From an optimization exercise on the open Yosys and OpenROAD flow, aimed at small area and a short achievable clock period; shortcuts taken in it are not production practice.
At most, simulation tests tie the RTL to the original design; equivalence was not proved.
Function not checked in runs 4 to 6: the RTL went through the layout flow alone.
No activity file was given, so power comes from the tool's default toggle rates.

## design/flow/run.sh

```bash
#!/bin/bash
# synth_recipe.tcl (not shown) runs the flow's synth.tcl, then flattens the netlist and writes it again
# the make line also repeats each setting of config.mk as NAME=value (left out here)
make -C /OpenROAD-flow-scripts/flow DESIGN_CONFIG=/design/flow/config.mk WORK_HOME=/design/flow/orfs CLKGATE_MAP_FILE= SYNTH_SCRIPT=/design/flow/synth_recipe.tcl finish
```

## design/flow/config.mk

```make
export PLATFORM = sky130hd
export DESIGN_NAME = fifo_flags_top
export DESIGN_NICKNAME = fifo_flags_top
export VERILOG_FILES = /design/flow/design.v
export SDC_FILE = /design/flow/constraint.sdc
export NUM_CORES = 4
export LEC_CHECK = 0
export CAP_MARGIN = 20
export CORE_MARGIN = 2
export CORE_UTILIZATION = 63
export CTS_CLUSTER_DIAMETER = 100
export CTS_CLUSTER_SIZE = 30
export PLACE_DENSITY = 0.72
export SETUP_SLACK_MARGIN = 1.9
export SLEW_MARGIN = 20
```

## design/flow/constraint.sdc

```tcl
create_clock -name core_clock -period 4.0 [get_ports {clk}]
set_input_delay 0.8000 -clock core_clock [delete_from_list [all_inputs] [get_ports {clk}]]
set_output_delay 0.8000 -clock core_clock [all_outputs]
set_load 0.01 [all_outputs]
```

## design/flow/design.v

```verilog
module fifo_flags_top (
  input  logic        clk,
  input  logic        rst_n,
  input  logic        winc,
  input  logic [31:0] wdata,
  input  logic        wclr_err,
  output logic        wfull,
  output logic        walmost_full,
  output logic        woverflow,
  output logic [6:0]  wlevel,
  input  logic        rinc,
  input  logic        rclr_err,
  output logic [31:0] rdata,
  output logic        rempty,
  output logic        ralmost_empty,
  output logic        runderflow,
  output logic [6:0]  rlevel
);
  async_fifo_flags #(
    .WIDTH(32), .DEPTH(64), .SYNC_STAGES(2), .AF_LEVEL(60), .AE_LEVEL(4), .FWFT(0)
  ) u_fifo (
    .wclk(clk), .rclk(clk), .rst_n(rst_n),
    .winc(winc), .wdata(wdata), .wclr_err(wclr_err),
    .wfull(wfull), .walmost_full(walmost_full), .woverflow(woverflow), .wlevel(wlevel),
    .rinc(rinc), .rclr_err(rclr_err), .rdata(rdata), .rempty(rempty),
    .ralmost_empty(ralmost_empty), .runderflow(runderflow), .rlevel(rlevel)
  );
endmodule

package async_fifo_pkg;
  localparam int SYNC_STAGES_MIN = 2;
  localparam int SYNC_STAGES_MAX = 4;
  localparam int PTR_W_MAX       = 32;
  typedef logic [PTR_W_MAX-1:0] ptr_t;
  function automatic logic [PTR_W_MAX-1:0] bin2gray(input logic [PTR_W_MAX-1:0] b);
    bin2gray = b ^ (b >> 1);
  endfunction
  function automatic logic [PTR_W_MAX-1:0] gray2bin(input logic [PTR_W_MAX-1:0] gray);
    logic [PTR_W_MAX-1:0] bin;
    bin = gray;
    for (int i = 1; i < PTR_W_MAX; i++) begin
      bin = bin ^ (gray >> i);
    end
    gray2bin = bin;
  endfunction
endpackage
module gray_ptr_sync #(
  parameter int WIDTH  = 7,
  parameter int STAGES = 2
) (
  input  logic             clk,
  input  logic             rst_n,
  input  logic [WIDTH-1:0] gray_in,
  output logic [WIDTH-1:0] gray_out
);
  logic [STAGES-1:0][WIDTH-1:0] sync_q;
  logic [STAGES-1:0][WIDTH-1:0] sync_d;
  always_comb begin
    sync_d = {sync_q[STAGES-2:0], gray_in};
  end
  always_ff @(posedge clk or negedge rst_n) begin
    if (!rst_n) begin
      sync_q <= '0;
    end else begin
      sync_q <= sync_d;
    end
  end
  assign gray_out = sync_q[STAGES-1];
endmodule
module async_fifo_flags
#(
  parameter int WIDTH       = 32,
  parameter int DEPTH       = 64,
  parameter int SYNC_STAGES = 2,
  parameter int AF_LEVEL    = DEPTH - 4,
  parameter int AE_LEVEL    = 4,
  parameter int FWFT        = 0,
  localparam int ADDR_W     = $clog2(DEPTH)
) (
  input  logic              wclk,
  input  logic              rclk,
  input  logic              rst_n,
  input  logic              winc,
  input  logic [WIDTH-1:0]  wdata,
  input  logic              wclr_err,
  output logic              wfull,
  output logic              walmost_full,
  output logic              woverflow,
  output logic [ADDR_W:0]   wlevel,
  input  logic              rinc,
  input  logic              rclr_err,
  output logic [WIDTH-1:0]  rdata,
  output logic              rempty,
  output logic              ralmost_empty,
  output logic              runderflow,
  output logic [ADDR_W:0]   rlevel
);
  localparam int PTR_W  = ADDR_W + 1;
  localparam int SYNC_N = (SYNC_STAGES < async_fifo_pkg::SYNC_STAGES_MIN) ? async_fifo_pkg::SYNC_STAGES_MIN :
                          (SYNC_STAGES > async_fifo_pkg::SYNC_STAGES_MAX) ? async_fifo_pkg::SYNC_STAGES_MAX : SYNC_STAGES;
  localparam int LAG    = SYNC_N + 1;
  localparam int LO_W   = ADDR_W / 2;
  localparam int HI_W   = ADDR_W - LO_W;
  localparam int LO_N   = 1 << LO_W;
  localparam int HI_N   = 1 << HI_W;
  localparam int LO_COPIES = (WIDTH >= 32) ? WIDTH / 2 : WIDTH;
  logic [1:0] wrst_q, rrst_q;
  logic       wrst_n, rrst_n;
  always_ff @(posedge wclk or negedge rst_n) begin
    if (!rst_n) wrst_q <= 2'b00;
    else        wrst_q <= {wrst_q[0], 1'b1};
  end
  always_ff @(posedge rclk or negedge rst_n) begin
    if (!rst_n) rrst_q <= 2'b00;
    else        rrst_q <= {rrst_q[0], 1'b1};
  end
  assign wrst_n = wrst_q[1];
  assign rrst_n = rrst_q[1];
  logic [WIDTH-1:0] mem [DEPTH];
  function automatic logic ge_c(input logic [PTR_W-1:0] q, input int k);
    logic gt, eq;
    if (k <= 0) begin
      ge_c = 1'b1;
    end else if (k >= (1 << PTR_W)) begin
      ge_c = 1'b0;
    end else begin
      gt = 1'b0;
      eq = 1'b1;
      for (int i = PTR_W - 1; i >= 0; i--) begin
        if (((k >> i) & 1) == 1) begin
          eq = eq & q[i];
        end else begin
          gt = gt | (eq & q[i]);
          eq = eq & !q[i];
        end
      end
      ge_c = gt | eq;
    end
  endfunction
  localparam logic [PTR_W-1:0] LVL_MAX = '1;
  logic [ADDR_W-1:0] wptr_q;
  logic [PTR_W-1:0]  wlevel_q, wlevel_d;
  logic              wfull_q, wfull_d, waf_q, waf_d, wovf_q, wovf_d, w_accept;
  logic              wfull_acc_q, wfull_acc_d, wfull_mem_q, wfull_mem_d;
  logic [LAG-1:0]    racc_hist_q;    
  logic              r_accept, w_pop_seen;
  logic              wfull_dn, wfull_st, wfull_up, waf_dn, waf_st, waf_up;
  logic [PTR_W-1:0]  wlevel_up, wlevel_dn;
  logic              w_go_up, w_go_dn;
  always_comb begin
    w_accept   = winc && !wfull_acc_q;
    w_pop_seen = racc_hist_q[LAG-1];
    wfull_dn   = (wlevel_q == PTR_W'(DEPTH + 1));
    wfull_st   = (wlevel_q == PTR_W'(DEPTH));
    wfull_up   = (wlevel_q == PTR_W'(DEPTH - 1));
    waf_dn     = ge_c(wlevel_q, AF_LEVEL + 1) || (wlevel_q == '0);
    waf_st     = ge_c(wlevel_q, AF_LEVEL);
    waf_up     = ge_c(wlevel_q, AF_LEVEL - 1) && (wlevel_q != LVL_MAX);
    wlevel_up = wlevel_q + PTR_W'(1);
    wlevel_dn = wlevel_q - PTR_W'(1);
    w_go_up   = w_accept && !w_pop_seen;
    w_go_dn   = !w_accept && w_pop_seen;
    wlevel_d  = ({PTR_W{w_go_up}} & wlevel_up) | ({PTR_W{w_go_dn}} & wlevel_dn) |
                ({PTR_W{!w_go_up && !w_go_dn}} & wlevel_q);
    wfull_d   = (w_go_up && wfull_up) || (w_go_dn && wfull_dn) || (!w_go_up && !w_go_dn && wfull_st);
    waf_d     = (w_go_up && waf_up) || (w_go_dn && waf_dn) || (!w_go_up && !w_go_dn && waf_st);
    wovf_d      = (winc && wfull_acc_q) ? 1'b1 : (wclr_err ? 1'b0 : wovf_q);
    wfull_acc_d = (wlevel_d == PTR_W'(DEPTH));
    wfull_mem_d = wlevel_d[PTR_W-1] && !(|wlevel_d[PTR_W-2:0]);
  end
  always_ff @(posedge wclk or negedge wrst_n) begin
    if (!wrst_n) begin
      wptr_q      <= '0;
      wlevel_q    <= '0;
      wfull_q     <= 1'b0;
      wfull_acc_q <= 1'b0;
      wfull_mem_q <= 1'b0;
      waf_q       <= 1'b0;
      wovf_q      <= 1'b0;
      racc_hist_q <= '0;
    end else begin
      wptr_q      <= wptr_q + ADDR_W'(w_accept);
      wlevel_q    <= wlevel_d;
      wfull_q     <= wfull_d;
      wfull_acc_q <= wfull_acc_d;
      wfull_mem_q <= wfull_mem_d;
      waf_q       <= waf_d;
      wovf_q      <= wovf_d;
      racc_hist_q <= {racc_hist_q[LAG-2:0], r_accept};
    end
  end
  always_ff @(posedge wclk) begin
    if (!wfull_mem_q) mem[wptr_q] <= wdata;
  end
  logic [LO_N-1:0]  rlo_q [LO_COPIES];  
  logic [HI_N-1:0]  rhi_q;           
  logic [PTR_W-1:0] rlevel_q, rlevel_d;
  logic             rempty_q, rempty_d, rae_q, rae_d, runf_q, runf_d;
  logic [LAG-1:0]   wacc_hist_q;     
  logic             r_push_seen;
  logic             rempty_dn, rempty_st, rempty_up, rae_dn, rae_st, rae_up;
  logic [PTR_W-1:0] rlevel_up, rlevel_dn;
  logic             r_go_up, r_go_dn;
  always_comb begin
    r_accept    = rinc && !rempty_q;
    r_push_seen = wacc_hist_q[LAG-1];
    rempty_dn   = (rlevel_q == PTR_W'(1));
    rempty_st   = (rlevel_q == '0);
    rempty_up   = (rlevel_q == LVL_MAX);
    rae_dn      = !rempty_st && !ge_c(rlevel_q, AE_LEVEL + 2);
    rae_st      = !ge_c(rlevel_q, AE_LEVEL + 1);
    rae_up      = !ge_c(rlevel_q, AE_LEVEL) || rempty_up;
    rlevel_up = rlevel_q + PTR_W'(1);
    rlevel_dn = rlevel_q - PTR_W'(1);
    r_go_up   = r_push_seen && !r_accept;
    r_go_dn   = !r_push_seen && r_accept;
    rlevel_d  = ({PTR_W{r_go_up}} & rlevel_up) | ({PTR_W{r_go_dn}} & rlevel_dn) |
                ({PTR_W{!r_go_up && !r_go_dn}} & rlevel_q);
    rempty_d  = (r_go_up && rempty_up) || (r_go_dn && rempty_dn) || (!r_go_up && !r_go_dn && rempty_st);
    rae_d     = (r_go_up && rae_up) || (r_go_dn && rae_dn) || (!r_go_up && !r_go_dn && rae_st);
    runf_d   = (rinc && rempty_q) ? 1'b1 : (rclr_err ? 1'b0 : runf_q);
  end
  always_ff @(posedge rclk or negedge rrst_n) begin
    if (!rrst_n) begin
      for (int c = 0; c < LO_COPIES; c++) rlo_q[c] <= LO_N'(1);
      rhi_q       <= HI_N'(1);
      rlevel_q    <= '0;
      rempty_q    <= 1'b1;
      rae_q       <= 1'b1;
      runf_q      <= 1'b0;
      wacc_hist_q <= '0;
    end else begin
      if (r_accept) begin
        for (int c = 0; c < LO_COPIES; c++) rlo_q[c] <= {rlo_q[c][LO_N-2:0], rlo_q[c][LO_N-1]};
        if (rlo_q[0][LO_N-1]) rhi_q <= {rhi_q[HI_N-2:0], rhi_q[HI_N-1]};
      end
      rlevel_q    <= rlevel_d;
      rempty_q    <= rempty_d;
      rae_q       <= rae_d;
      runf_q      <= runf_d;
      wacc_hist_q <= {wacc_hist_q[LAG-2:0], w_accept};
    end
  end
  logic [WIDTH-1:0] grp_word [HI_N];
  logic [WIDTH-1:0] head_word;
  always_comb begin
    for (int g = 0; g < HI_N; g++) begin
      grp_word[g] = '0;
      for (int j = 0; j < LO_N; j++) begin
        for (int b = 0; b < WIDTH; b++)
          grp_word[g][b] = grp_word[g][b] | (mem[g*LO_N + j][b] & rlo_q[b * LO_COPIES / WIDTH][j]);
      end
    end
    head_word = '0;
    for (int g = 0; g < HI_N; g++) begin
      head_word = head_word | (grp_word[g] & {WIDTH{rhi_q[g]}});
    end
  end
  generate
    if (FWFT != 0) begin : g_fwft
      assign rdata = rempty_q ? '0 : head_word;
    end else begin : g_reg
      logic [WIDTH-1:0] rdata_q;
      always_ff @(posedge rclk or negedge rrst_n) begin
        if (!rrst_n)       rdata_q <= '0;
        else if (r_accept) rdata_q <= head_word;
      end
      assign rdata = rdata_q;
    end
  endgenerate
  assign wfull         = wfull_q;
  assign walmost_full  = waf_q;
  assign woverflow     = wovf_q;
  assign wlevel        = wlevel_q;
  assign rempty        = rempty_q;
  assign ralmost_empty = rae_q;
  assign runderflow    = runf_q;
  assign rlevel        = rlevel_q;
endmodule
```

==> results of run 1 <==
-- power by group --
part	total, mW	switching, mW	internal (mW)
sequential	27.8	0.497	27.3
clock	11.0	6.74	4.26
combinational	4.53	3.39	1.14
total	43.3	10.6	32.7
-- routing by layer --
metal,global-route usage (%),vias up
li1,-,19240
met1,50.3,24384
met2,54.8,3740
met3,7.80,588
met4,14.4,4
met5,0,-
-- placed cells by master, fill, tap and decap left out, drive strengths merged, types with 4 or more instances in the layout --
master / synthesis / layout
a41oi: 33 / 33
nand3: 10 / 10
nor2b: 4 / 4
inv: 15 / 20
ha: 14 / 14
clkdlybuf4s50: 0 / 24
a31oi: 4 / 4
clkbuf: 271 / 153
edfxtp: 2048 / 2048
buf: 74 / 302
nor2: 77 / 77
o21ai: 14 / 14
dfstp: 19 / 19
a22oi: 1155 / 1155
a21oi: 9 / 9
nand4: 259 / 259
and3: 4 / 4
nand2b: 8 / 8
nor3: 6 / 6
mux2: 8 / 8
a21o: 33 / 33
nand2: 407 / 407
dfrtp: 185 / 185
-- sequential cells by signal, summed over array words and instances, names as in the netlist, 2 cells and up --
register              cells
u_fifo.wacc_hist_q        3
u_fifo.rlevel_q           7
u_fifo.racc_hist_q        3
u_fifo.rrst_q             2
u_fifo.g_reg.rdata_q     32
u_fifo.mem             2048
u_fifo.rhi_q              8
u_fifo.wlevel_q           7
u_fifo.rlo_q            128
u_fifo.wptr_q             6
-- repair_timing --
item                       4_1_cts  5_1_grt
pin swaps                       45        5
cloned                           2        0
buffers inserted                87       21
setup endpoints to repair     2107      890
resized for setup              345       67
-- final cells by class --
type                       count  area [um^2]  share of cell area [%]
clock buffer                 152         2440                    2.74
antenna                        3         7.51                 0.00841
clock inverter                 7         76.3                  0.0855
timing repair buffer         330         3390                    3.80
multi-input combinational   2092        14300                    16.1
inverter                      15         63.8                  0.0715
sequential                  2252        66700                    74.8
tap                         1742         2180                    2.44
-- cell usage after synthesis, types with 2 or more instances --
cell / count / area (um^2)
edfxtp_1: 2048 / 61500
a22oi_1: 1155 / 8670
nand2_1: 407 / 1530
clkbuf_1: 270 / 1010
nand4_1: 259 / 1620
dfrtp_1: 185 / 4630
nor2_1: 77 / 289
buf_1: 70 / 263
a21o_1: 33 / 248
a41oi_1: 33 / 289
dfstp_2: 19 / 499
inv_1: 15 / 56.3
ha_1: 14 / 175
o21ai_0: 13 / 65.1
nand3_1: 10 / 50.1
a21oi_1: 9 / 45.0
mux2_2: 8 / 90.1
nand2b_1: 8 / 50.1
nor3_1: 6 / 30.0
a31oi_1: 4 / 25.0
and3_1: 4 / 25.0
nor2b_1: 4 / 25.0
a211oi_1: 3 / 22.5
a221oi_1: 3 / 26.3
mux2i_1: 3 / 30.0
o31ai_1: 3 / 22.5
xnor2_1: 3 / 26.3
xor2_1: 3 / 26.3
a21boi_0: 2 / 15.0
buf_2: 2 / 10.0
buf_6: 2 / 22.5
nand3b_1: 2 / 15.0
nor3b_1: 2 / 15.0
nor4_1: 2 / 12.5
o31a_1: 2 / 17.5
or3_1: 2 / 12.5
or3b_2: 2 / 17.5
-- worst max path at each step --
stage                                             start                      endpoint  slack [ns]  cells after the start
floorplan                    u_fifo.wptr_q[5]$_DFF_PN0_   u_fifo.mem[32][0]$_DFFE_PP_        1.04                      4
global placement                                   winc  u_fifo.wfull_acc_q$_DFF_PN0_        0.83                      9
detailed placement                                 winc  u_fifo.wfull_acc_q$_DFF_PN0_        0.83                      9
CTS                        u_fifo.wlevel_q[2]$_DFF_PN0_                     wlevel[2]        1.50                      1
global route        u_fifo.g_reg.rdata_q[8]$_DFFE_PN0P_                      rdata[8]        1.78                      1
finish                        u_fifo.rempty_q$_DFF_PN1_                        rempty        1.80                      1
-- per-stage QoR --
stage	hold WS, ns	area (um^2)
after CTS	0.170	88900
after global placement	0.162	85300
after floorplan	0.331	81600
after global routing	0.176	89200
final	0.164	89200
after detailed placement	0.162	85300
-- cells by family after synthesis --
group           count (synthesis)  share of synthesized area [%]
compound gates               1272                           11.7
xor+xnor                        6                         0.0644
fa+ha+maj                      14                          0.215
buf+inv                       360                           1.68
flops                        2252                           81.6
mux                            11                          0.147
other cells                     1                        0.00459
simple gates                  788                           4.56
==> impl_metrics.toml, run 1 <==
[sta]
final-hold-violation-count = 0
tightest_slew_ns = 1.11
slew_viol_final = 0
period_share_pct = 54.9
max_freq_mhz = 455
relSlewSlack_pct = 25.8
fin_crit_ns = 2.20
fin_ws_ns = 1.80
finalSetupViolCount = 0
finClkSkew_ns = 0.0292
fin_setup_tns_ns = 0
grt_setup_unrepaired = "true"

[clocking]
cts_hold_buf = 0
cts-root-buf = "clkbuf_16"
clockBufferDepth = 3
cts_tree = "yes"
cts_sinks = 2252
h-tree-depth = 3
path_clk_slew_ns = 0.12
cts_buffers = 85
clock_latency_ns = 0.74

[synth]
ys_seq_elements = 2252
syn_inst = 4704
async_flop_share_pct = 9.06
synth_area_per_cell_um2 = 17.4
syn-num-nets = 4756
synthDistinctLibCells = 54
syn_area_mm2 = 0.0816
synth_edf_count = 2048
yosys_warnings = 3
synth.yosys.seq_area_share_pct = 81.6
ys.flop_type = "edfxtp_1"

[global_routing]
grt_pass1_vias = 45254
grt_max_degree = 120
grt_antenna_before_repair = 6
grt.overflow.total = 0
grt_pass1_wl_mm = 331
grt_use_total_pct = 35.6

[setup_path]
startpoint_type = "flip-flop"
path_cells = "buf_6"
path_max_fanout = 2
path_buf_inv = 1
max_stage_delay_ns = 0.57
crit_family = "flip-flops"
crit_type = "reg2out"
ff2ff_setup_slack_ns = 1.84
crit_path_end_kind = "output port"
cp.required_ns = 3.20
r2r-start = "u_fifo.rhi_q[4]$_DFFE_PN0P_"
r2r_end = "u_fifo.g_reg.rdata_q[10]$_DFFE_PN0P_"
cp.arrival_ns = 1.40
r2r_cells = 4
cpMaxStageDelayCell = "dfstp_2"

[power]
p_per_area_mw_per_mm2 = 485
leakage_nw = 28.3
irDropWorstVdd_mv = 0.507
power_mw = 43.3

[floorplan]
die_area_mm2 = 0.132
die_x_um = 364
die_y_um = 364
core-area_mm2 = 0.129
ios = 90
fp-row-count = 132
start_util_pct = 63.3

[placed_design]
place_ws_ns = 0.832
place_congestion = 0.825
dp.cells = 6321
numPortBuffers = 89
detailed_place_hpwl_mm = 124

[detailed_routing]
drcViolationCount = 0
ant_nets = 0
routed_via_density = 7.27
drt_iter0_drc = 8567
wl_met2_mm = 109
post_drt_wl_per_cell_um = 35.8
num_vias = 47956
routed_wl_mm = 236
dr.max_layer_used = "met5"
met1_length_mm = 84.7
wl_met3_mm = 31.2
dr.pass1.iters = 6

[hold_path]
holdCritPathClass = "reg2async"

[final_layout]
area_growth_syn_to_layout_pct = 9.34
layout.nets = 4828
drive_above_1_share_pct = 12.5
postLayoutCoreUtil_pct = 69.2
instances_no_fill = 6593
fillers = 8054

[run]
cap_violations = 0

[status]
status = "timing/DRC/antenna clean"
==> run 2: changes to the inputs <==
--- a/design/flow/config.mk
+++ b/design/flow/config.mk
@@ -11,5 +11,5 @@
 export CTS_CLUSTER_DIAMETER = 100
 export CTS_CLUSTER_SIZE = 30
 export PLACE_DENSITY = 0.72
-export SETUP_SLACK_MARGIN = 1.9
+export SETUP_SLACK_MARGIN = 2.0
 export SLEW_MARGIN = 20
==> run 2 against run 1 <==
Effect of this change:
- still clean
- sequential cell count did not move
- wire length rose by 1.7%
- critical path depth did not move
- first-iteration DRC count fell by 0.67%
- non-clock buffer count rose by 67
==> impl_metrics.toml, run 2 <==
[setup_path]
path_cells = "buf_6"
crit_family = "flip-flops"
max_stage_delay_ns = 0.52
crit_path_end_kind = "output port"
crit_type = "reg2out"
cpMaxStageDelayCell = "dfrtp_2"
cp.required_ns = 3.20
startpoint_type = "flip-flop"
cp.arrival_ns = 1.41
path_max_fanout = 2
path_buf_inv = 1

[global_routing]
grt_pass1_wl_mm = 333
grt_antenna_before_repair = 6
grt_max_degree = 145
grt_use_total_pct = 35.9
grt.overflow.total = 0
grt_pass1_vias = 45476

[synth]
synth.yosys.seq_area_share_pct = 81.6
synth_area_per_cell_um2 = 17.4
synth_edf_count = 2048
synth_top_area_share_pct = 75.3
syn_area_mm2 = 0.0816
synthDistinctLibCells = 54
yosysTopAreaCell = "edfxtp_1"
synth_area_leaders = "edfxtp_1 75%, a22oi_1 11%, dfrtp_1 5.7%, nand4_1 2.0%, nand2_1 1.9%"
synthTopCellsByCount = "2,048 x edfxtp_1, 1,155 x a22oi_1, 407 x nand2_1"
syn-num-nets = 4756
yosysMostFrequentCell = "edfxtp_1"
yosys_warnings = 3
syn_inst = 4704
ys.flop_type = "edfxtp_1"
ys_seq_elements = 2252
async_flop_share_pct = 9.06

[power]
irDropWorstVdd_mv = 0.376
p_per_area_mw_per_mm2 = 483
power_mw = 43.6
leakage_nw = 28.7

[detailed_routing]
num_vias = 48481
routed_wl_mm = 240
drcViolationCount = 0
met1_length_mm = 85.5
wl_met3_mm = 33.2
dr.max_layer_used = "met5"
routed_via_density = 7.28
drt_iter0_drc = 8510
dr.pass1.iters = 6
wl_met2_mm = 109
post_drt_wl_per_cell_um = 36.1
ant_nets = 0

[run]
cap_violations = 0

[clocking]
cts_tree = "yes"
h-tree-depth = 3
clock_latency_ns = 0.74
path_clk_slew_ns = 0.11
cts_hold_buf = 0
cts_sinks = 2252
cts_buffers = 85
cts-root-buf = "clkbuf_16"
clockBufferDepth = 3

[sta]
finalSetupViolCount = 0
relSlewSlack_pct = 28.3
grt_setup_unrepaired = "true"
slew_viol_final = 0
tightest_slew_ns = 1.07
final-hold-violation-count = 0
max_freq_mhz = 453
fin_setup_tns_ns = 0
period_share_pct = 55.2
finClkSkew_ns = 0.0361
fin_crit_ns = 2.21

[placed_design]
numPortBuffers = 89
detailed_place_hpwl_mm = 127
place_congestion = 0.833

[floorplan]
die_area_mm2 = 0.132
ios = 90
fp-row-count = 132
start_util_pct = 63.3
die_y_um = 364
die_x_um = 364
core-area_mm2 = 0.129

[final_layout]
regMostFlops = "u_fifo.mem"
postLayoutCoreUtil_pct = 69.9
layout_common_cells = "2,048 x edfxtp_1, 1,153 x a22oi_1, 399 x nand2_1"
drive_above_1_share_pct = 14.7
final_common_cell = "edfxtp_1"
largest_reg_flops = 2048
reg_top3 = "u_fifo.mem (2048), u_fifo.rlo_q (128), u_fifo.g_reg.rdata_q (32)"
layout.nets = 4895
area_growth_syn_to_layout_pct = 10.5

[status]
status = "timing/DRC/antenna clean"

[hold_path]
holdCritPathClass = "in2async"
[run 2: changes by cell type in the layout (fill, tap and decap cells not counted), sizes merged]
cell	previous run	this run
buf	302	367
bufbuf	2	0
clkbuf	153	156
clkinv	2	3
diode	3	4
dlygate4sd2	0	1
inv	20	19
[run 2: area by class of cell]
type | count | area [um^2]
multi-input combinational | 2092 | 14400
clock buffer | 152 | 2420
tap | 1742 | 2180
inverter | 15 | 73.8
sequential | 2252 | 66800
fill | 7989 | 38800
clock inverter | 7 | 83.8
antenna | 4 | 10.0
timing repair buffer | 397 | 4190
[run 2: what timing repair did]
| item | in CTS | in global routing |
|---|---|---|
| resized for setup | 356 | 100 |
| gates cloned | 2 | 2 |
| buffers inserted | 139 | 21 |
| pin swaps | 52 | 4 |
| setup endpoints to repair | 2109 | 912 |
[run 2: worst paths after layout]
kind,from,to,slack [ns],cells after the start
max reg2reg,u_fifo.wptr_q[4]$_DFF_PN0_,u_fifo.mem[0][22]$_DFFE_PP_,1.90,6
max,u_fifo.g_reg.rdata_q[30]$_DFFE_PN0P_,rdata[30],1.79,1
max in group asynchronous,u_fifo.rrst_q[1]$_DFF_PN0_,u_fifo.rlo_q[4][4]$_DFFE_PN0P_,2.50,1
min reg2reg,u_fifo.wacc_hist_q[1]$_DFF_PN0_,u_fifo.wacc_hist_q[2]$_DFF_PN0_,0.35,0
min,rst_n,u_fifo.rrst_q[1]$_DFF_PN0_,0.23,1
min in group core_clock,u_fifo.wacc_hist_q[1]$_DFF_PN0_,u_fifo.wacc_hist_q[2]$_DFF_PN0_,0.35,0
[run 2: layer usage]
layer | GRT usage [%] | up-vias
li1 | - | 19370
met1 | 50.8 | 24560
met2 | 53.9 | 3932
met3 | 8.27 | 617
met4 | 16.7 | 2
met5 | 0 | -
[run 2: where the power goes]
group	internal [mW]	switching [mW]
Clock	4.22	6.78
Sequential	27.2	0.469
Combinational	1.30	3.56
[run 2: cell families (layout without fill, tap and decap cells)]
group                    Yosys count  count (layout)  synth area share, %
AO/OA/AOI/OAI                   1272            1272                 11.7
multiplexers                      11              11                0.147
AND/OR/NAND/NOR                  788             788                 4.56
other                              1               5              0.00459
XOR/XNOR                           6               6               0.0644
flip-flops                      2252            2252                 81.6
buffers and inverters            360             571                 1.68
adder cells (fa/ha/maj)           14              14                0.215
[run 2: through the flow]
stage / hold WS, ns / cells / instance area [um^2] / worst slack [ns]
3_5_place_dp: 0.336 / 6333 / 85600 / 0.961
3_3_place_gp: 0.335 / 6333 / 85600 / 0.963
2_1_floorplan: 0.331 / 4704 / 82300 / 1.73
4_1_cts: 0.204 / 6633 / 89700 / 1.52
5_1_grt: 0.220 / 6660 / 90200 / 1.76
6_report: 0.233 / 6661 / 90200 / 1.79
==> run 3: changes to the inputs <==
--- a/design/flow/config.mk
+++ b/design/flow/config.mk
@@ -7,9 +7,9 @@
 export LEC_CHECK = 0
 export CAP_MARGIN = 20
 export CORE_MARGIN = 2
-export CORE_UTILIZATION = 63
+export CORE_UTILIZATION = 60
 export CTS_CLUSTER_DIAMETER = 100
 export CTS_CLUSTER_SIZE = 30
-export PLACE_DENSITY = 0.72
-export SETUP_SLACK_MARGIN = 2.0
+export PLACE_DENSITY = 0.7
+export SETUP_SLACK_MARGIN = 1.8
 export SLEW_MARGIN = 20
==> run 3 against run 2 <==
Effect of this change:
- sequential power hardly changed
- still clean
- critical path type is now reg2reg
- largest cell class unchanged
- critical path depth is 3 higher
- worst hold slack worse by 0.036 ns
- fmax is 1.9% lower
- wire length is 1.0% lower
==> impl_metrics.toml, run 3 <==
[placed_design]
place_congestion = 0.835
detailed_place_hpwl_mm = 128
place_ws_ns = 0.838
numPortBuffers = 89
dp.cells = 6364
place_area_mm2 = 0.0853

[setup_path]
startpoint_type = "flip-flop"
crit_type = "reg2reg"
path_cells = "buf_4 -> a22oi_1 -> a41oi_1 -> a21o_1"
crit_path_end_kind = "flip-flop"
crit_end = "u_fifo.g_reg.rdata_q[5]$_DFFE_PN0P_"
ff2ff_setup_slack_ns = 1.75
r2r-start = "u_fifo.rhi_q[3]$_DFFE_PN0P_"
crit_start = "u_fifo.rhi_q[3]$_DFFE_PN0P_"
cp.required_ns = 4.70
path_max_fanout = 28
r2r_end = "u_fifo.g_reg.rdata_q[5]$_DFFE_PN0P_"
max_stage_delay_ns = 1.24
cp.arrival_ns = 2.95
cpMaxStageDelayCell = "dfrtp_2"
r2r_cells = 4

[global_routing]
grt_pass1_vias = 45581
grt_use_total_pct = 33.7
grt.overflow.total = 0
grt_antenna_before_repair = 7
grt_pass1_wl_mm = 333
grt_max_degree = 94

[sta]
finClkSkew_ns = 0.0338
slew_viol_final = 0
fin_hold_ws_ns = 0.197
grt_setup_unrepaired = "true"
fin_ws_ns = 1.75
tightest_slew_ns = 1.29
final-hold-violation-count = 0
fin_setup_tns_ns = 0
finalSetupViolCount = 0
relSlewSlack_pct = 14.1
fin_crit_ns = 2.25
period_share_pct = 56.3
max_freq_mhz = 444

[synth]
yosysTopAreaCell = "edfxtp_1"
yosysMostFrequentCell = "edfxtp_1"
synth_edf_count = 2048
synth_top_area_share_pct = 75.3
synth.yosys.seq_area_share_pct = 81.6
syn-num-nets = 4756
yosys_warnings = 3
ys.flop_type = "edfxtp_1"
async_flop_share_pct = 9.06
syn_inst = 4704
synthTopCellsByCount = "2,048 x edfxtp_1, 1,155 x a22oi_1, 407 x nand2_1"
syn_area_mm2 = 0.0816
synthDistinctLibCells = 54
synth_area_leaders = "edfxtp_1 75%, a22oi_1 11%, dfrtp_1 5.7%, nand4_1 2.0%, nand2_1 1.9%"
synth_area_per_cell_um2 = 17.4
ys_seq_elements = 2252

[final_layout]
instances_no_fill = 6624
area_growth_syn_to_layout_pct = 8.94
drive_above_1_share_pct = 11.7
layout.nets = 4818
fillers = 8967
layout_common_cells = "2,048 x edfxtp_1, 1,155 x a22oi_1, 399 x nand2_1"
final_common_cell = "edfxtp_1"
largest_reg_flops = 2048
postLayoutCoreUtil_pct = 65.7
design_area_mm2 = 0.0889
reg_top3 = "u_fifo.mem (2048), u_fifo.rlo_q (128), u_fifo.g_reg.rdata_q (32)"
regMostFlops = "u_fifo.mem"

[floorplan]
core-area_mm2 = 0.135
fp-row-count = 135
start_util_pct = 60.3
die_y_um = 373
die_area_mm2 = 0.139
die_x_um = 373
ios = 90

[power]
irDropWorstVdd_mv = 0.388
power_mw = 43.0
p_per_area_mw_per_mm2 = 483
leakage_nw = 28.2

[detailed_routing]
dr.pass1.iters = 6
drt_iter0_drc = 8472
routed_via_density = 7.26
num_vias = 48117
post_drt_wl_per_cell_um = 35.9
ant_nets = 0
routed_wl_mm = 238
drcViolationCount = 0

[run]
cap_violations = 0

[status]
status = "timing/DRC/antenna clean"

[clocking]
path_clk_slew_ns = 0.11
clockBufferDepth = 3
cts-root-buf = "clkbuf_16"
cts_hold_buf = 0
h-tree-depth = 3
cts_sinks = 2252
cts_buffers = 85
cts_tree = "yes"
clock_latency_ns = 0.77

[hold_path]
holdCritPathClass = "in2async"
## run 3: routing by layer
| layer | GRT usage, % | wire length, um |
|---|---|---|
| met2 | 51.8 | 110000 |
| met5 | 0 | 31 |
| met3 | 5.99 | 29500 |
| met4 | 13.6 | 11100 |
| met1 | 48.6 | 86900 |
## run 3: cells by family (layout without fill, tap and decap cells)
group | after synthesis | in the layout | share of synthesized area, %
flip-flops | 2252 | 2252 | 81.6
AND/OR/NAND/NOR | 788 | 788 | 4.56
buffers and inverters | 360 | 495 | 1.68
multiplexers | 11 | 11 | 0.147
adder cells (fa/ha/maj) | 14 | 14 | 0.215
XOR/XNOR | 6 | 6 | 0.0644
AO/OA/AOI/OAI | 1272 | 1272 | 11.7
other | 1 | 5 | 0.00459
## run 3: worst min-delay path by stage
| stage | end | slack, ns |
|---|---|---|
| 2_1_floorplan | u_fifo.racc_hist_q[1]$_DFF_PN0_ | 0.33 |
| 3_3_place_gp | u_fifo.rlo_q[11][6]$_DFFE_PN0P_ | 0.27 |
| 3_5_place_dp | u_fifo.rlo_q[11][3]$_DFFE_PN0P_ | 0.28 |
| 4_1_cts | u_fifo.rrst_q[1]$_DFF_PN0_ | 0.16 |
| 5_1_grt | u_fifo.rrst_q[1]$_DFF_PN0_ | 0.17 |
| 6_report | u_fifo.rrst_q[1]$_DFF_PN0_ | 0.20 |
## run 3: final cells by class
cell class	count	area, um^2	share of cell area (%)
well taps	1781	2230	2.51
inverters	15	71.3	0.0802
clock inverters	12	168	0.189
repair buffers	320	3080	3.46
multi-input cells	2092	14300	16.1
clock buffers	148	2360	2.66
flip-flops and latches	2252	66700	75.0
diodes	4	10.0	0.0113
## run 3: repair_timing
| item | 4_1_cts | 5_1_grt |
|---|---|---|
| endpoints found under the setup margin | 2036 | 659 |
| buffers inserted | 83 | 11 |
| cloned | 1 | 1 |
| gates resized for setup | 296 | 59 |
| pin swaps | 30 | 7 |
## run 3: power breakdown
part           switching, mW  internal (mW)  total, mW
Clock                   6.82           4.22       11.0
Sequential             0.477           27.2       27.7
Combinational           3.21          0.997       4.21
Total                   10.5           32.5       43.0
## run 3: critical path: cells and delay by family (launching register included)
family	cells	cell delay, ns
AOI/OAI and AO/OA	3	0.57
DFF	1	1.24
buffers and inverters	1	0.36
==> run 4: changes to the inputs <==
--- a/design/flow/design.v
+++ b/design/flow/design.v
@@ -104,6 +104,7 @@
   localparam int LO_N   = 1 << LO_W;
   localparam int HI_N   = 1 << HI_W;
   localparam int LO_COPIES = (WIDTH >= 32) ? WIDTH / 2 : WIDTH;
+  localparam int HI_COPIES = (WIDTH >= 4) ? 4 : 1;
   logic [1:0] wrst_q, rrst_q;
   logic       wrst_n, rrst_n;
   always_ff @(posedge wclk or negedge rst_n) begin
@@ -165,8 +166,8 @@
     wfull_d   = (w_go_up && wfull_up) || (w_go_dn && wfull_dn) || (!w_go_up && !w_go_dn && wfull_st);
     waf_d     = (w_go_up && waf_up) || (w_go_dn && waf_dn) || (!w_go_up && !w_go_dn && waf_st);
     wovf_d      = (winc && wfull_acc_q) ? 1'b1 : (wclr_err ? 1'b0 : wovf_q);
-    wfull_acc_d = (wlevel_d == PTR_W'(DEPTH));
-    wfull_mem_d = wlevel_d[PTR_W-1] && !(|wlevel_d[PTR_W-2:0]);
+    wfull_acc_d = w_accept ? (w_pop_seen ? wfull_st : wfull_up) : (w_pop_seen ? wfull_dn : wfull_st);
+    wfull_mem_d = w_pop_seen ? (w_accept ? wfull_st : wfull_dn) : (w_accept ? wfull_up : wfull_st);
   end
   always_ff @(posedge wclk or negedge wrst_n) begin
     if (!wrst_n) begin
@@ -193,7 +194,7 @@
     if (!wfull_mem_q) mem[wptr_q] <= wdata;
   end
   logic [LO_N-1:0]  rlo_q [LO_COPIES];  
-  logic [HI_N-1:0]  rhi_q;           
+  logic [HI_N-1:0]  rhi_q [HI_COPIES];  
   logic [PTR_W-1:0] rlevel_q, rlevel_d;
   logic             rempty_q, rempty_d, rae_q, rae_d, runf_q, runf_d;
   logic [LAG-1:0]   wacc_hist_q;     
@@ -223,7 +224,7 @@
   always_ff @(posedge rclk or negedge rrst_n) begin
     if (!rrst_n) begin
       for (int c = 0; c < LO_COPIES; c++) rlo_q[c] <= LO_N'(1);
-      rhi_q       <= HI_N'(1);
+      for (int c = 0; c < HI_COPIES; c++) rhi_q[c] <= HI_N'(1);
       rlevel_q    <= '0;
       rempty_q    <= 1'b1;
       rae_q       <= 1'b1;
@@ -232,7 +233,8 @@
     end else begin
       if (r_accept) begin
         for (int c = 0; c < LO_COPIES; c++) rlo_q[c] <= {rlo_q[c][LO_N-2:0], rlo_q[c][LO_N-1]};
-        if (rlo_q[0][LO_N-1]) rhi_q <= {rhi_q[HI_N-2:0], rhi_q[HI_N-1]};
+        for (int c = 0; c < HI_COPIES; c++)
+          if (rlo_q[c * LO_COPIES / HI_COPIES][LO_N-1]) rhi_q[c] <= {rhi_q[c][HI_N-2:0], rhi_q[c][HI_N-1]};
       end
       rlevel_q    <= rlevel_d;
       rempty_q    <= rempty_d;
@@ -253,7 +255,8 @@
     end
     head_word = '0;
     for (int g = 0; g < HI_N; g++) begin
-      head_word = head_word | (grp_word[g] & {WIDTH{rhi_q[g]}});
+      for (int b = 0; b < WIDTH; b++)
+        head_word[b] = head_word[b] | (grp_word[g][b] & rhi_q[b * HI_COPIES / WIDTH][g]);
     end
   end
   generate
--- a/design/flow/config.mk
+++ b/design/flow/config.mk
@@ -7,9 +7,9 @@
 export LEC_CHECK = 0
 export CAP_MARGIN = 20
 export CORE_MARGIN = 2
-export CORE_UTILIZATION = 60
+export CORE_UTILIZATION = 63
 export CTS_CLUSTER_DIAMETER = 100
 export CTS_CLUSTER_SIZE = 30
-export PLACE_DENSITY = 0.7
+export PLACE_DENSITY = 0.72
 export SETUP_SLACK_MARGIN = 1.8
 export SLEW_MARGIN = 20
==> run 4 against run 3 <==
Effect of this change:
- still clean
- worst hold slack improved by 0.056 ns
- die area fell by 3.4%
- count of clock-buffer cells in the layout rose by 7
- final cell count barely moved
- register-to-register slack barely moved
- first-iteration DRC count barely moved
- clock skew rose by 0.0065 ns
- sequential power rose by 1%
- non-clock buffer count fell by 12
- wire length fell by 0.80%
- utilization rose by 3.5 points
- critical path type unchanged
==> impl_metrics.toml, run 4 <==
[status]
status = "timing/DRC/antenna clean"

[clocking]
clock_latency_ns = 0.73
cts-root-buf = "clkbuf_16"
cts_sinks = 2276
h-tree-depth = 3
clockBufferDepth = 3
cts_tree = "yes"
cts_buffers = 85
path_clk_slew_ns = 0.11
cts_hold_buf = 0

[detailed_routing]
routed_wl_mm = 236
dr.pass1.iters = 6
post_drt_wl_per_cell_um = 35.6
drcViolationCount = 0
routed_via_density = 7.30
drt_iter0_drc = 8477
num_vias = 48362
ant_nets = 0

[setup_path]
ff2ff_setup_slack_ns = 1.76
crit_family = "simple AND/OR/NAND/NOR gates"
cp.arrival_ns = 2.61
startpoint_type = "flip-flop"
path_max_fanout = 32
r2r_end = "u_fifo.mem[62][18]$_DFFE_PP_"
cp.required_ns = 4.37
crit_type = "reg2reg"
cpMaxStageDelayCell = "dfrtp_1"
path_cells = "buf_6 -> nor2_2 -> nand3_4 -> nor2_4 -> buf_12"
crit_path_end_kind = "flip-flop"
r2r_cells = 5
r2r-start = "u_fifo.wptr_q[0]$_DFF_PN0_"
max_stage_delay_ns = 0.42
path_buf_inv = 2

[power]
leakage_nw = 27.5
power_mw = 43.6
p_per_area_mw_per_mm2 = 485
irDropWorstVdd_mv = 0.394

[global_routing]
grt_pass1_vias = 45792
grt_antenna_before_repair = 4
grt_max_degree = 129
grt_pass1_wl_mm = 332
grt_use_total_pct = 34.8
grt.overflow.total = 0

[synth]
synth_top_area_share_pct = 74.3
yosysMostFrequentCell = "edfxtp_1"
syn-num-nets = 4793
yosys_warnings = 4
synth_area_per_cell_um2 = 17.5
synth.yosys.seq_area_share_pct = 81.3
synthTopCellsByCount = "2,048 x edfxtp_1, 1,067 x a22oi_1, 424 x nand2_1"
ys_seq_elements = 2276
synthDistinctLibCells = 54
syn_area_mm2 = 0.0827
synth_area_leaders = "edfxtp_1 74%, a22oi_1 9.7%, dfrtp_1 6.2%, nand2_1 1.9%, buf_2 1.7%"
async_flop_share_pct = 10.0
yosysTopAreaCell = "edfxtp_1"
syn_inst = 4741
synth_edf_count = 2048
ys.flop_type = "edfxtp_1"

[sta]
relSlewSlack_pct = 19.2
grt_setup_unrepaired = "true"
tightest_slew_ns = 1.21
slew_viol_final = 0
fin_crit_ns = 2.24
fin_ws_ns = 1.76
fin_setup_tns_ns = 0
finalSetupViolCount = 0
finClkSkew_ns = 0.0403
final-hold-violation-count = 0
period_share_pct = 56.0
max_freq_mhz = 446

[placed_design]
numPortBuffers = 89
place_area_mm2 = 0.0862
detailed_place_hpwl_mm = 126
place_congestion = 0.863
place_ws_ns = 1.07

[floorplan]
die_x_um = 366
start_util_pct = 63.7
die_area_mm2 = 0.134
core-area_mm2 = 0.130
ios = 90
die_y_um = 366
fp-row-count = 132

[final_layout]
area_growth_syn_to_layout_pct = 8.69
fillers = 8165
postLayoutCoreUtil_pct = 69.2
reg_top3 = "u_fifo.mem (2048), u_fifo.rlo_q (128)"
layout.nets = 4862
drive_above_1_share_pct = 12.5
regMostFlops = "u_fifo.mem"
layout_common_cells = "2,048 x edfxtp_1, 1,067 x a22oi_1, 413 x nand2_1"
largest_reg_flops = 2048
design_area_mm2 = 0.0899
final_common_cell = "edfxtp_1"

[run]
cap_violations = 0

[hold_path]
holdCritPathClass = "in2async"
run 4: changes by cell type in the layout (fill, tap and decap cells not counted), sizes merged, moves of 24 or more:
cell | previous run | this run
a41oi | 33 | 152
a21o | 33 | 0
nor2 | 77 | 107
a22oi | 1155 | 1067
nand4 | 259 | 137
buf | 292 | 268
a21oi | 9 | 35
a2111oi | 0 | 32
run 4: per-layer routing:
layer | vias to the layer above | track usage (%) | wire (um)
met5 | - | 0 | 40
met4 | 6 | 14.7 | 11300
met3 | 584 | 8.74 | 33600
met2 | 3832 | 51.7 | 106000
met1 | 24539 | 50.0 | 84800
li1 | 19401 | - | -
run 4: area by class of cell:
type	count	area (um^2)	area share [%]
inverters	34	135	0.150
flip-flops and latches	2276	67300	74.9
clock buffers	155	2470	2.75
diodes	1	2.50	0.00278
repair buffers	308	3170	3.52
well taps	1742	2180	2.42
multi-input cells	2105	14600	16.2
clock inverters	4	42.5	0.0473
run 4: worst max-delay path by stage:
stage                                          start                            to  slack [ns]  depth (start not counted)
final                     u_fifo.wptr_q[0]$_DFF_PN0_  u_fifo.mem[62][18]$_DFFE_PP_        1.76                          5
after detailed placement                        rinc  u_fifo.rlevel_q[3]$_DFF_PN0_        1.07                          8
after CTS                 u_fifo.wptr_q[5]$_DFF_PN0_   u_fifo.mem[20][1]$_DFFE_PP_        1.74                          4
after global placement                          rinc        u_fifo.rae_q$_DFF_PN1_        0.99                          8
after global routing      u_fifo.wptr_q[2]$_DFF_PN0_    u_fifo.mem[9][0]$_DFFE_PP_        1.73                          4
after floorplan           u_fifo.wptr_q[2]$_DFF_PN0_   u_fifo.mem[56][0]$_DFFE_PP_        1.29                          4
run 4: where the power goes:
| part | leakage [nW] | internal, mW | switching [mW] |
|---|---|---|---|
| sequential | 21.3 | 27.6 | 0.560 |
| combinational | 5.02 | 1.01 | 3.45 |
| clock | 1.20 | 4.29 | 6.72 |
| total | 27.5 | 32.9 | 10.7 |
run 4: kinds of logic (layout without fill, tap and decap cells):
| group | after synthesis | in the layout | share of synthesized area, % |
|---|---|---|---|
| AO/OA/AOI/OAI | 1338 | 1338 | 12.3 |
| XOR/XNOR | 6 | 6 | 0.0635 |
| AND/OR/NAND/NOR | 726 | 728 | 3.89 |
| buffers and inverters | 362 | 501 | 2.08 |
| flip-flops | 2276 | 2276 | 81.3 |
| other | 1 | 2 | 0.00453 |
| multiplexers | 18 | 18 | 0.243 |
| adder cells (fa/ha/maj) | 14 | 14 | 0.212 |
run 4: per-stage QoR:
step	hold WS (ns)	cells
CTS	0.219	6621
floorplan	0.331	4741
finish	0.253	6625
global placement	0.336	6386
detailed placement	0.338	6386
global route	0.238	6624
run 4: timing repair:
item / in CTS / in global routing
endpoints found under the hold margin: 0 / 0
gates resized for setup: 342 / 102
setup buffers: 73 / 1
setup endpoints to repair: 1962 / 1222
pin swaps: 32 / 1
cloned: 3 / 0
==> run 5: changes to the inputs <==
--- a/design/flow/design.v
+++ b/design/flow/design.v
@@ -139,7 +139,8 @@
     end
   endfunction
   localparam logic [PTR_W-1:0] LVL_MAX = '1;
-  logic [ADDR_W-1:0] wptr_q;
+  logic [LO_N-1:0]   wlo_q;           
+  logic [HI_N-1:0]   whi_q;           
   logic [PTR_W-1:0]  wlevel_q, wlevel_d;
   logic              wfull_q, wfull_d, waf_q, waf_d, wovf_q, wovf_d, w_accept;
   logic              wfull_acc_q, wfull_acc_d, wfull_mem_q, wfull_mem_d;
@@ -171,7 +172,8 @@
   end
   always_ff @(posedge wclk or negedge wrst_n) begin
     if (!wrst_n) begin
-      wptr_q      <= '0;
+      wlo_q       <= LO_N'(1);
+      whi_q       <= HI_N'(1);
       wlevel_q    <= '0;
       wfull_q     <= 1'b0;
       wfull_acc_q <= 1'b0;
@@ -180,7 +182,10 @@
       wovf_q      <= 1'b0;
       racc_hist_q <= '0;
     end else begin
-      wptr_q      <= wptr_q + ADDR_W'(w_accept);
+      if (w_accept) begin
+        wlo_q <= {wlo_q[LO_N-2:0], wlo_q[LO_N-1]};
+        if (wlo_q[LO_N-1]) whi_q <= {whi_q[HI_N-2:0], whi_q[HI_N-1]};
+      end
       wlevel_q    <= wlevel_d;
       wfull_q     <= wfull_d;
       wfull_acc_q <= wfull_acc_d;
@@ -191,7 +196,8 @@
     end
   end
   always_ff @(posedge wclk) begin
-    if (!wfull_mem_q) mem[wptr_q] <= wdata;
+    for (int i = 0; i < DEPTH; i++)
+      if (!wfull_mem_q && wlo_q[i % LO_N] && whi_q[i / LO_N]) mem[i] <= wdata;
   end
   logic [LO_N-1:0]  rlo_q [LO_COPIES];  
   logic [HI_N-1:0]  rhi_q [HI_COPIES];  
==> run 5 against run 4 <==
Effect of this change:
- global-route usage increased by 0.36 points
- sequential cell count grew 10
- count of clock-buffer cells in the layout is 1 lower
- sequential share of layout area rose by 0.43 points
- wire length increased by 5.4%
- clock skew down 0.0071 ns
- synthesized cell count did not move
- sequential power is 6% lower
- die area is 1.4% higher
- cell area shrank 0.27%
- first-iteration DRC count up 2.4%
- via count up 0.84%
==> impl_metrics.toml, run 5 <==
[setup_path]
path_max_fanout = 18
startpoint_type = "flip-flop"
path_cells = "and2_2"
cp.required_ns = 4.36
crit_path_end_kind = "flip-flop"
cp.arrival_ns = 2.69
cpMaxStageDelayCell = "dfrtp_1"
crit_type = "reg2reg"
path_buf_inv = 0
max_stage_delay_ns = 0.99
crit_family = "flip-flops"

[synth]
synth_edf_count = 2048
synth_area_leaders = "edfxtp_1 73%, a22oi_1 9.7%, dfrtp_1 6.4%, nand2_1 1.9%, a41oi_1 1.4%"
async_flop_share_pct = 10.4
syn_inst = 4741
synth.yosys.seq_area_share_pct = 80.4
syn-num-nets = 4791
synth_area_per_cell_um2 = 17.7
synth_top_area_share_pct = 73.3
syn_area_mm2 = 0.0839
synthTopCellsByCount = "2,048 x edfxtp_1, 1,084 x a22oi_1, 435 x nand2_1"
ys_seq_elements = 2286
ys.flop_type = "edfxtp_1"
yosys_warnings = 5
yosysTopAreaCell = "edfxtp_1"
yosysMostFrequentCell = "edfxtp_1"
synthDistinctLibCells = 51

[floorplan]
ios = 90
start_util_pct = 63.7
core-area_mm2 = 0.132
die_area_mm2 = 0.136
die_x_um = 369
die_y_um = 369
fp-row-count = 133

[detailed_routing]
post_drt_wl_per_cell_um = 37.4
ant_nets = 0
routed_wl_mm = 249
drt_iter0_drc = 8683
num_vias = 48767
routed_via_density = 7.35
dr.pass1.iters = 8
drcViolationCount = 0

[sta]
max_freq_mhz = 429
finalSetupViolCount = 0
grt_setup_unrepaired = "true"
fin_crit_ns = 2.33
slew_viol_final = 0
fin_setup_tns_ns = 0
tightest_slew_ns = 1.05
period_share_pct = 58.2
relSlewSlack_pct = 30.1
fin_hold_ws_ns = 0.236
final-hold-violation-count = 0
finClkSkew_ns = 0.0333

[placed_design]
detailed_place_hpwl_mm = 115
place_congestion = 0.822
numPortBuffers = 89

[final_layout]
layout_common_cells = "2,048 x edfxtp_1, 1,084 x a22oi_1, 435 x nand2_1"
drive_above_1_share_pct = 11.9
final_common_cell = "edfxtp_1"
postLayoutCoreUtil_pct = 68.1
regMostFlops = "u_fifo.mem"
layout.nets = 4851
fillers = 8557
area_growth_syn_to_layout_pct = 6.90
largest_reg_flops = 2048
reg_top3 = "u_fifo.mem (2048), u_fifo.rlo_q (128)"

[global_routing]
grt_pass1_wl_mm = 335
grt.overflow.total = 0
grt_max_degree = 129
grt_use_total_pct = 35.2
grt_antenna_before_repair = 10
grt_pass1_vias = 45275

[clocking]
cts_buffers = 86
cts_hold_buf = 0
path_clk_slew_ns = 0.11
clock_latency_ns = 0.75
h-tree-depth = 3
cts-root-buf = "clkbuf_16"
clockBufferDepth = 3
cts_sinks = 2286
cts_tree = "yes"

[power]
leakage_nw = 27.8
irDropWorstVdd_mv = 0.397
power_mw = 39.3
p_per_area_mw_per_mm2 = 438

[hold_path]
holdCritPathClass = "in2async"

[run]
cap_violations = 0

[status]
status = "timing/DRC/antenna clean"
## run 5: cell count changes after synthesis, moves of 17 or more
cell,previous run,this run
and2_1,0,64
a22oi_1,1067,1084
a2111oi_2,0,32
a21oi_1,35,17
a2111oi_0,32,0
nor2_1,105,42
buf_2,273,184
buf_6,0,89
## run 5: per-layer routing
metal	up-vias	track usage [%]	part of all wire [%]	routed length, um
li1	19393	-	-	-
met1	24672	49.0	35	87100
met2	4048	52.8	45	113000
met3	648	8.64	14	35500
met4	6	17.2	5.4	13300
met5	-	0	0.018	45
## run 5: final timing paths
| check | cells past startpoint | slack (ns) | startpoint | end |
|---|---|---|---|---|
| max | 1 | 1.67 | u_fifo.whi_q[5]$_DFFE_PN0P_ | u_fifo.mem[45][6]$_DFFE_PP_ |
| min | 1 | 0.24 | rst_n | u_fifo.rrst_q[1]$_DFF_PN0_ |
| max reg2reg | 1 | 1.67 | u_fifo.whi_q[5]$_DFFE_PN0P_ | u_fifo.mem[45][6]$_DFFE_PP_ |
| min reg2reg | 0 | 0.36 | u_fifo.wacc_hist_q[0]$_DFF_PN0_ | u_fifo.wacc_hist_q[1]$_DFF_PN0_ |
| max in group asynchronous | 1 | 2.56 | u_fifo.rrst_q[1]$_DFF_PN0_ | u_fifo.rlo_q[8][0]$_DFFE_PN1P_ |
| min in group core_clock | 0 | 0.36 | u_fifo.wacc_hist_q[0]$_DFF_PN0_ | u_fifo.wacc_hist_q[1]$_DFF_PN0_ |
## run 5: layout make-up
class / instances / area, um^2 / share of cell area, %
Antenna cell: 11 / 27.5 / 0.0307
Multi-Input combinational cell: 2137 / 14700 / 16.4
Tap cell: 1755 / 2200 / 2.45
Clock inverter: 6 / 67.6 / 0.0753
Sequential cell: 2286 / 67500 / 75.3
Timing Repair Buffer: 260 / 2540 / 2.84
Inverter: 30 / 124 / 0.138
Clock buffer: 154 / 2470 / 2.75
## run 5: cells by family after synthesis
kind of cell,synth area share [%]
compound gates,12.2
xor+xnor,0.0522
buf+inv,2.72
other cells,0.00447
simple gates,4.04
flops,80.4
fa+ha+maj,0.179
mux,0.410
## run 5: repair_timing
action / CTS / global route
endpoints found under the setup margin: 1809 / 1270
cloned: 26 / 12
resized for setup: 262 / 63
pin swaps: 20 / 8
buffers inserted: 38 / 64
hold endpoints to repair: 0 / 0
## run 5: through the flow
step / worst slack [ns] / cells / area [um^2]
after floorplan: 1.61 / 4741 / 83900
after global placement: 0.996 / 6328 / 85600
after detailed placement: 0.970 / 6328 / 85600
after CTS: 1.59 / 6552 / 88700
after global routing: 1.69 / 6630 / 89700
final: 1.67 / 6639 / 89700
## run 5: report_power, final
group / total, mW / internal, mW / switching, mW
Combinational: 1.71 / 0.590 / 1.12
Clock: 11.2 / 4.29 / 6.93
Sequential: 26.3 / 26.2 / 0.173
==> run 6: changes to the inputs <==
--- a/design/flow/config.mk
+++ b/design/flow/config.mk
@@ -7,9 +7,9 @@
 export LEC_CHECK = 0
 export CAP_MARGIN = 20
 export CORE_MARGIN = 2
-export CORE_UTILIZATION = 63
+export CORE_UTILIZATION = 60
 export CTS_CLUSTER_DIAMETER = 100
 export CTS_CLUSTER_SIZE = 30
-export PLACE_DENSITY = 0.72
+export PLACE_DENSITY = 0.7
 export SETUP_SLACK_MARGIN = 1.8
 export SLEW_MARGIN = 20
==> run 6 against run 5 <==
Effect of this change:
- still clean
- cell area about the same
- utilization decreased by 3.6 points
- first-iteration DRC count decreased by 0.14%
- clock skew about the same
- die area increased by 4.9%
- non-clock buffer count increased by 16
- critical path depth unchanged
- largest power group unchanged
==> impl_metrics.toml, run 6 <==
[global_routing]
grt_antenna_before_repair = 5
grt_max_degree = 84
grt_use_total_pct = 34.4
grt_pass1_vias = 45199
grt.overflow.total = 0
grt_pass1_wl_mm = 342

[power]
leakage_nw = 27.8
irDropWorstVdd_mv = 0.366
p_per_area_mw_per_mm2 = 437
power_mw = 39.2

[setup_path]
max_stage_delay_ns = 0.97
r2r_end = "u_fifo.mem[14][8]$_DFFE_PP_"
crit_type = "reg2reg"
cp.required_ns = 4.36
crit_end = "u_fifo.mem[14][8]$_DFFE_PP_"
path_buf_inv = 0
crit_start = "u_fifo.whi_q[1]$_DFFE_PN0P_"
path_cells = "and2_4"
r2r_cells = 1
startpoint_type = "flip-flop"
crit_path_end_kind = "flip-flop"
crit_family = "flip-flops"
path_max_fanout = 18
cp.depth = 1
cp.arrival_ns = 2.61
r2r-start = "u_fifo.whi_q[1]$_DFFE_PN0P_"
ff2ff_setup_slack_ns = 1.75
cpMaxStageDelayCell = "dfrtp_1"

[detailed_routing]
routed_wl_mm = 251
dr.pass1.iters = 6
ant_nets = 0
drcViolationCount = 0
drt_iter0_drc = 8671
num_vias = 48898
post_drt_wl_per_cell_um = 37.0
routed_via_density = 7.23

[clocking]
cts_buffers = 86
cts_sinks = 2286
cts-root-buf = "clkbuf_16"
h-tree-depth = 3
path_clk_slew_ns = 0.11
clock_latency_ns = 0.75
clockBufferDepth = 3
cts_tree = "yes"

[floorplan]
fp-row-count = 137
die_area_mm2 = 0.143
core-area_mm2 = 0.139
die_y_um = 378
ios = 90
start_util_pct = 60.3
die_x_um = 378

[synth]
ys.flop_type = "edfxtp_1"
synth_edf_count = 2048
syn_area_mm2 = 0.0839
syn_inst = 4741
yosys_warnings = 5
ys_seq_elements = 2286
syn-num-nets = 4791
synth_compound_area_share_pct = 12.2
synth.yosys.seq_area_share_pct = 80.4
synth_area_per_cell_um2 = 17.7
synth_top_family_by_area = "compound AO/OA/AOI/OAI gates"
synthDistinctLibCells = 51
synth_xor_area_share_pct = 0.0522
yosysTopAreaCell = "edfxtp_1"
async_flop_share_pct = 10.4
synth_area_leaders = "edfxtp_1 73%, a22oi_1 9.7%, dfrtp_1 6.4%, nand2_1 1.9%, a41oi_1 1.4%"
synth_top_area_share_pct = 73.3
synthMuxAreaShare_pct = 0.410
yosys.area_share.simple_pct = 4.04
yosysMostFrequentCell = "edfxtp_1"
synthTopCellsByCount = "2,048 x edfxtp_1, 1,084 x a22oi_1, 435 x nand2_1"
synth_fa_ha_area_share_pct = 0.179

[final_layout]
postLayoutCoreUtil_pct = 64.4
final_common_cell = "edfxtp_1"
area_growth_syn_to_layout_pct = 6.88
layout_common_cells = "2,048 x edfxtp_1, 1,084 x a22oi_1, 435 x nand2_1"
regMostFlops = "u_fifo.mem"
largest_reg_flops = 2048
reg_top3 = "u_fifo.mem (2048), u_fifo.rlo_q (128)"
layout.nets = 4854
instances_no_fill = 6762
drive_above_1_share_pct = 12.1

[status]
status = "timing/DRC/antenna clean"

[sta]
max_freq_mhz = 445
fin_crit_ns = 2.25
tightest_slew_ns = 1.11
finalSetupViolCount = 0
fin_setup_tns_ns = 0
period_share_pct = 56.1
grt_setup_unrepaired = "true"
final-hold-violation-count = 0
relSlewSlack_pct = 25.7
slew_viol_final = 0
finClkSkew_ns = 0.0331

[run]
cap_violations = 0

[placed_design]
place_congestion = 0.809
detailed_place_hpwl_mm = 122
numPortBuffers = 89
dp.cells = 6465

[hold_path]
holdCritPathClass = "in2async"
[run 6: how the worst min path moves through the flow]
stage / from / to / slack (ns) / depth (start not counted)
final: rst_n / u_fifo.rrst_q[1]$_DFF_PN0_ / 0.21 / 1
after global routing: rst_n / u_fifo.rrst_q[1]$_DFF_PN0_ / 0.19 / 1
after CTS: rst_n / u_fifo.rrst_q[1]$_DFF_PN0_ / 0.19 / 1
after detailed placement: u_fifo.wrst_q[0]$_DFF_PN0_ / u_fifo.rrst_q[1]$_DFF_PN0_ / 0.34 / 0
after global placement: u_fifo.wrst_q[0]$_DFF_PN0_ / u_fifo.rrst_q[1]$_DFF_PN0_ / 0.33 / 0
after floorplan: u_fifo.racc_hist_q[0]$_DFF_PN0_ / u_fifo.racc_hist_q[1]$_DFF_PN0_ / 0.33 / 0
[run 6: cell type report]
| type | instances | area [um^2] |
|---|---|---|
| well taps | 1876 | 2350 |
| repair buffers | 276 | 2520 |
| clock inverters | 3 | 31.3 |
| multi-input cells | 2124 | 14600 |
| diodes | 12 | 30.0 |
| clock buffers | 155 | 2470 |
| flip-flops and latches | 2286 | 67500 |
| fillers | 9566 | 49500 |
| inverters | 30 | 124 |
[run 6: layer usage]
metal / part of all wire (%) / GRT usage (%) / vias to the layer above / wire [um]
met5: 0 / 0 / - / 0
met4: 5.4 / 15.6 / 0 / 13400
met3: 14 / 8.70 / 611 / 34100
met2: 45 / 50.8 / 3841 / 112000
met1: 36 / 48.8 / 25050 / 90900
li1: - / - / 19396 / -
[run 6: per-stage QoR]
step           setup WS [ns]  area [um^2]  hold WS (ns)
6_report                1.75        89700         0.214
5_1_grt                 1.72        89600         0.194
4_1_cts                 1.53        89000         0.187
3_5_place_dp           0.908        85800         0.336
3_3_place_gp           0.907        85800         0.332
2_1_floorplan           1.61        83900         0.331
[run 6: cells by family after synthesis]
family	count (synthesis)
xor+xnor	5
other cells	1
flops	2286
fa+ha+maj	12
compound gates	1319
mux	31
buf+inv	356
simple gates	731
[run 6: power by group]
part	leakage [nW]	internal, mW	total (mW)	switching, mW
clock	1.18	4.29	11.1	6.84
sequential	21.5	26.2	26.3	0.180
combinational	5.17	0.560	1.69	1.13
total	27.8	31.0	39.2	8.15
[run 6: repair_timing]
| item | in CTS | in global routing |
|---|---|---|
| gates resized for setup | 296 | 44 |
| buffers inserted | 50 | 51 |
| hold buffers | 0 | 0 |
| setup endpoints to repair | 1654 | 1297 |
| pin swaps | 15 | 4 |
| cloned | 16 | 10 |

static timing again, ports no longer ideal:
The results above use ideal ports. As a check the final layouts listed here were re-extracted and re-timed, cells and wires unchanged.
Step 1 sets driving cells, clkbuf_16 on the clock port and buf_2 on the other inputs (assumed; they add their load-dependent delay and slew).
Step 2, shift: input delay + t, output delay - t, t = (earliest + latest rising clock arrival at the registers) / 2. This alone moves slack from input paths to output paths.
Slacks: no drivers / after step 1 / after step 2; pairs: no drivers / after step 1.
run	t, ns	setup slack, ns	pins driven straight from the clock port
run 1	0.804	1.803 / 1.723 / 1.142	1
run 2	0.798	1.791 / 1.711 / 1.281	1
run 3	0.839	1.747 / 1.696 / 1.316	1
run 4	0.790	1.759 / 1.705 / 1.174	1
run 5	0.812	1.670 / 1.670 / 1.235	1
run 6	0.821	1.754 / 1.676 / 1.058	1
After both steps setup and hold are still met in every run listed. For run 6, which loses most, drivers alone change the setup slack by -0.078 ns; drivers and shift together by -0.696 ns.
